This design comes from an exercise in tuning for small area and a short achievable clock period on the open sky130 flow, not from production work.
Power figures rest on the tool's default switching activity, not on a simulated workload.

==> flow/design.v <==
`timescale 1ns/1ps
`default_nettype none
package rob_cfg_pkg;
    localparam int WAY = 2;
    localparam int ROB_DEPTH    = 16;
    localparam int ROB_ID_WIDTH = 4;
    localparam int ARCH_WIDTH = 5;
    localparam int PRF_WIDTH  = 6;
    localparam int CDB_CHANNELS = 3;
    localparam int FULL_THRESHOLD = 2 * WAY;
    typedef logic [ROB_ID_WIDTH-1:0] rob_id_t;
    typedef logic [ROB_ID_WIDTH:0]   rob_ptr_t;
endpackage
`default_nettype wire
`timescale 1ns/1ps
`default_nettype none
module rob_top (
    input  logic         clk,
    input  logic         rst_n,
    input  logic         alloc_en,
    input  logic [27:0]  alloc_lanes,
    output logic [7:0]   tail_ids,
    input  logic [116:0] cdb,
    output logic [23:0]  commit_lanes,
    output logic         flush,
    output logic [31:0]  redirect_pc,
    output logic         full,
    output logic [1:0]   status
);
    localparam int N    = rob_cfg_pkg::ROB_DEPTH;
    localparam int NP   = N / 2;
    localparam int NCDB = rob_cfg_pkg::CDB_CHANNELS;
    function automatic logic [3:0] inc4(input logic [3:0] x);
        inc4 = {x[3] ^ (x[2] & x[1] & x[0]), x[2] ^ (x[1] & x[0]), x[1] ^ x[0], !x[0]};
    endfunction
    function automatic logic [3:0] dec4(input logic [3:0] x);
        dec4 = {x[3] ^ !(x[2] | x[1] | x[0]), x[2] ^ !(x[1] | x[0]), x[1] ^ !x[0], !x[0]};
    endfunction
    function automatic logic [2:0] inc3(input logic [2:0] x);
        inc3 = {x[2] ^ (x[1] & x[0]), x[1] ^ x[0], !x[0]};
    endfunction
    function automatic logic lt4(input logic [3:0] a, input logic [3:0] b);
        logic [3:0] e;
        e = ~(a ^ b);
        lt4 = (!a[3] && b[3])
            || (e[3] && !a[2] && b[2])
            || (e[3] && e[2] && !a[1] && b[1])
            || (e[3] && e[2] && e[1] && !a[0] && b[0]);
    endfunction
    logic [N-1:0]  st_a, st_b;
    logic [10:0]   e_d [N];     
    logic [3:0]  head;
    logic [2:0]  tail3;         
    logic [3:0]  occ;           
    logic        full_r, empty_r;
    logic        c0_r, c1_r, flush_r;
    logic [10:0] l0_r, l1_r;
    logic        mp_v;          
    logic [3:0]  mp_id;         
    logic [31:0] mp_pc;
    assign tail_ids     = {tail3, 1'b1, tail3, 1'b0};
    assign full         = full_r;
    assign status       = {full_r, empty_r};
    assign flush        = flush_r;
    assign redirect_pc  = mp_pc;
    assign commit_lanes = {c1_r, l1_r, c0_r, l0_r};
    logic [NCDB-1:0]       cv, ctk;
    logic [NCDB-1:0][3:0]  cid;
    logic [NCDB-1:0][31:0] cpc;
    logic [1:0]            la, lb, ldai;
    logic [1:0][10:0]      ld;
    always_comb begin
        for (int c = 0; c < NCDB; c++) begin
            cv[c]  = cdb[c*39 + 38];
            cid[c] = cdb[c*39 + 34 +: 4];
            ctk[c] = cdb[c*39 + 32];
            cpc[c] = cdb[c*39 +: 32];
        end
        for (int l = 0; l < 2; l++) begin
            ld[l]   = alloc_lanes[l*14 + 3 +: 11];
            ldai[l] = alloc_lanes[l*14 + 2];
            la[l] = !alloc_lanes[l*14 + 2] && (!alloc_lanes[l*14 + 1] ||  alloc_lanes[l*14 + 0]);
            lb[l] = !alloc_lanes[l*14 + 2] && (!alloc_lanes[l*14 + 1] || !alloc_lanes[l*14 + 0]);
        end
    end
    logic       clr, acc;
    logic [3:0] hn, hn1, k, k_in;
    logic       k0, k1, kge2, kge11, kge13;
    assign clr  = !rst_n || flush_r;
    assign acc  = alloc_en && !full_r;
    assign hn   = c1_r ? inc4(inc4(head)) : c0_r ? inc4(head) : head;
    assign hn1  = inc4(hn);
    assign k    = c1_r ? dec4(dec4(occ)) : c0_r ? dec4(occ) : occ;
    assign k0    = (k == 4'd0);
    assign k1    = (k == 4'd1);
    assign kge2  = k[3] || k[2] || k[1];
    assign kge11 = k[3] && (k[2] || (k[1] && k[0]));
    assign kge13 = k[3] && k[2] && (k[1] || k[0]);
    assign k_in  = {k[3] ^ (k[2] & k[1]), k[2] ^ k[1], !k[1], k[0]};    
    always_ff @(posedge clk) begin
        if (clr) begin
            head    <= '0;
            tail3   <= '0;
            occ     <= '0;
            full_r  <= 1'b0;
            empty_r <= 1'b1;
        end else begin
            head    <= hn;
            tail3   <= acc ? inc3(tail3) : tail3;
            occ     <= acc ? k_in : k;
            full_r  <= acc ? kge11 : kge13;
            empty_r <= !acc && k0;
        end
    end
    logic [NCDB-1:0][N-1:0] cdec;
    logic [N-1:0]           hit;
    always_comb begin
        for (int c = 0; c < NCDB; c++)
            for (int i = 0; i < N; i++)
                cdec[c][i] = cv[c] && (cid[c] == 4'(i));
        hit = cdec[0] | cdec[1] | cdec[2];
    end
    always_ff @(posedge clk) begin
        for (int i = 0; i < N; i++) begin
            if (tail3 == 3'(i / 2)) e_d[i] <= ld[i%2];
            if (hit[i]) begin
                st_a[i] <= 1'b0;
                st_b[i] <= 1'b0;
            end else if (tail3 == 3'(i / 2)) begin
                st_a[i] <= la[i%2];
                st_b[i] <= lb[i%2];
            end
        end
    end
    logic [2:0]  pe, po;
    logic [10:0] dev, dod, ds0, ds1;
    logic        aev, bev, aod, bod, sa0, sb0, sa1, sb1;
    logic        hit0, hit1, cmis0, cmis1;
    logic        rdy0, rdy1, live0, live1, mis0, mis1, c0_n, c1_n;
    assign po  = hn[3:1];
    assign pe  = hn1[3:1];
    always_comb begin
        dev = '0; dod = '0; aev = 1'b0; bev = 1'b0; aod = 1'b0; bod = 1'b0;
        for (int p = 0; p < NP; p++) begin
            dev = dev | (e_d[2*p]   & {11{pe == 3'(p)}});
            dod = dod | (e_d[2*p+1] & {11{po == 3'(p)}});
            aev = aev | (st_a[2*p]   && pe == 3'(p));
            bev = bev | (st_b[2*p]   && pe == 3'(p));
            aod = aod | (st_a[2*p+1] && po == 3'(p));
            bod = bod | (st_b[2*p+1] && po == 3'(p));
        end
    end
    assign ds0 = hn[0] ? dod : dev;
    assign ds1 = hn[0] ? dev : dod;
    assign sa0 = hn[0] ? aod : aev;
    assign sb0 = hn[0] ? bod : bev;
    assign sa1 = hn[0] ? aev : aod;
    assign sb1 = hn[0] ? bev : bod;
    always_comb begin
        hit0 = 1'b0; hit1 = 1'b0; cmis0 = 1'b0; cmis1 = 1'b0;
        for (int c = 0; c < NCDB; c++) begin
            if (cv[c] && (cid[c] == hn)) begin
                hit0  = 1'b1;
                cmis0 = cmis0 || (ctk[c] ? (!sa0 && sb0) : (sa0 && !sb0));
            end
            if (cv[c] && (cid[c] == hn1)) begin
                hit1  = 1'b1;
                cmis1 = cmis1 || (ctk[c] ? (!sa1 && sb1) : (sa1 && !sb1));
            end
        end
    end
    assign live0 = !k0 || acc;
    assign live1 = kge2 || acc;
    assign rdy0  = !k0 ? ((!sa0 && !sb0) || hit0) : ldai[0];
    assign rdy1  = kge2 ? ((!sa1 && !sb1) || hit1) : k1 ? ldai[0] : ldai[1];
    assign mis0  = !k0 && ((mp_v && (mp_id == hn))  || cmis0);
    assign mis1  = kge2 && ((mp_v && (mp_id == hn1)) || cmis1);
    assign c0_n  = !clr && live0 && rdy0;
    assign c1_n  = c0_n && !mis0 && live1 && rdy1;
    always_ff @(posedge clk) begin
        c0_r    <= c0_n;
        c1_r    <= c1_n;
        flush_r <= c0_n && (mis0 || (live1 && rdy1 && mis1));
        l0_r    <= !k0 ? ds0 : ld[0];
        l1_r    <= kge2 ? ds1 : k1 ? ld[0] : ld[1];
    end
    logic [NCDB-1:0] cmis, cwrap, cbeat, csel;
    logic            hwrap;
    assign hwrap = lt4(mp_id, head);
    always_comb begin
        for (int c = 0; c < NCDB; c++) begin
            cmis[c]  = |(cdec[c] & (ctk[c] ? ~st_a : ~st_b));
            cwrap[c] = lt4(cid[c], head);
            cbeat[c] = !mp_v || (lt4(cid[c], mp_id) ^ cwrap[c] ^ hwrap);
        end
        for (int c = 0; c < NCDB; c++) begin
            csel[c] = cmis[c] && cbeat[c];
            for (int d = 0; d < NCDB; d++)
                if (d != c)
                    csel[c] = csel[c] && (!cmis[d] || (lt4(cid[c], cid[d]) ^ cwrap[c] ^ cwrap[d]));
        end
    end
    always_ff @(posedge clk) begin
        if (clr) mp_v <= 1'b0;
        else     mp_v <= mp_v || (|cmis);
        if (csel[0]) begin
            mp_pc <= cpc[0];
            mp_id <= cid[0];
        end else if (csel[1]) begin
            mp_pc <= cpc[1];
            mp_id <= cid[1];
        end else if (csel[2]) begin
            mp_pc <= cpc[2];
            mp_id <= cid[2];
        end
    end
endmodule
`default_nettype wire
clock: 7.0 ns
lec_check: 0
abc_area: 1
cap_margin: 20
core_margin: 2
core_utilization: 55
cts_cluster_diameter: 80
cts_cluster_size: 30
place_density: 0.7
setup_slack_margin: 3.6
slew_margin: 20
standard.sh (not shown) runs the stock make flow with config.mk's settings and CLKGATE_MAP_FILE= SYNTH_SCRIPT=/design/flow/synth_recipe.tcl, a recipe that flattens the netlist after the stock synthesis.
==> flow/flow/run.sh <==
#!/bin/bash
# The standard layout (standard.sh), with one change: the port buffers
# that global placement inserts are plain sky130_fd_sc_hd__buf_1 cells
# instead of the delay cells buffer_ports picks by default.
# make's full output goes to standard.log; ORFS keeps each step's log
# under orfs/logs/.
set -euo pipefail
export BUFFER_PORTS_ARGS="-buffer_cell sky130_fd_sc_hd__buf_1"
bash standard.sh > standard.log 2>&1
Edit:
Settings changed: CORE_UTILIZATION 55 to 40, PLACE_DENSITY 0.7 to 0.6.
After rerunning:
- The new run produced a clean layout
- count of clock-buffer cells in the layout falls by 3
- clock power rises by a few percent
- via count falls by a few percent
- sequential share of layout area came out lower by 0.63 points
- total power is about the same
- hold slack is worse by 9.0 ps
- register-to-register slack loses 60 ps
- setup slack degrades by 22 ps
- flip-flop and latch count does not change
- core utilization goes down by 19 points
No run of this note included a check of the RTL's function; only the layout flow was run.

==> port drivers added, routing unchanged <==
The flow's constraints put no driver on any port. The routed layouts listed below were extracted and timed again, unchanged, in two steps.
Step 1 sets driving cells, clkbuf_16 on the clock port and buf_2 on the other inputs (assumed; they add their load-dependent delay and slew).
Step 2, shift: input delay + t, output delay - t, t = (earliest + latest rising clock arrival at the registers) / 2. This alone moves slack from input paths to output paths.
Slacks: ideal / step 1 / step 2; pairs: ideal / step 1.
run | t, ns | setup slack, ns | worst setup path after step 2 | clock arrival spread, ns | worst slew at a driven data input, ns
the first run | 0.577 | 3.561 / 3.546 / 2.969 | input to register | 0.036 / 0.037 | 0.09
the second run | 0.582 | 3.539 / 3.556 / 2.974 | input to register | 0.051 / 0.051 | 0.09
After both steps every run listed still meets setup and hold. For the first run, which loses most, drivers alone change the setup slack by -0.015 ns; drivers and shift together by -0.592 ns.
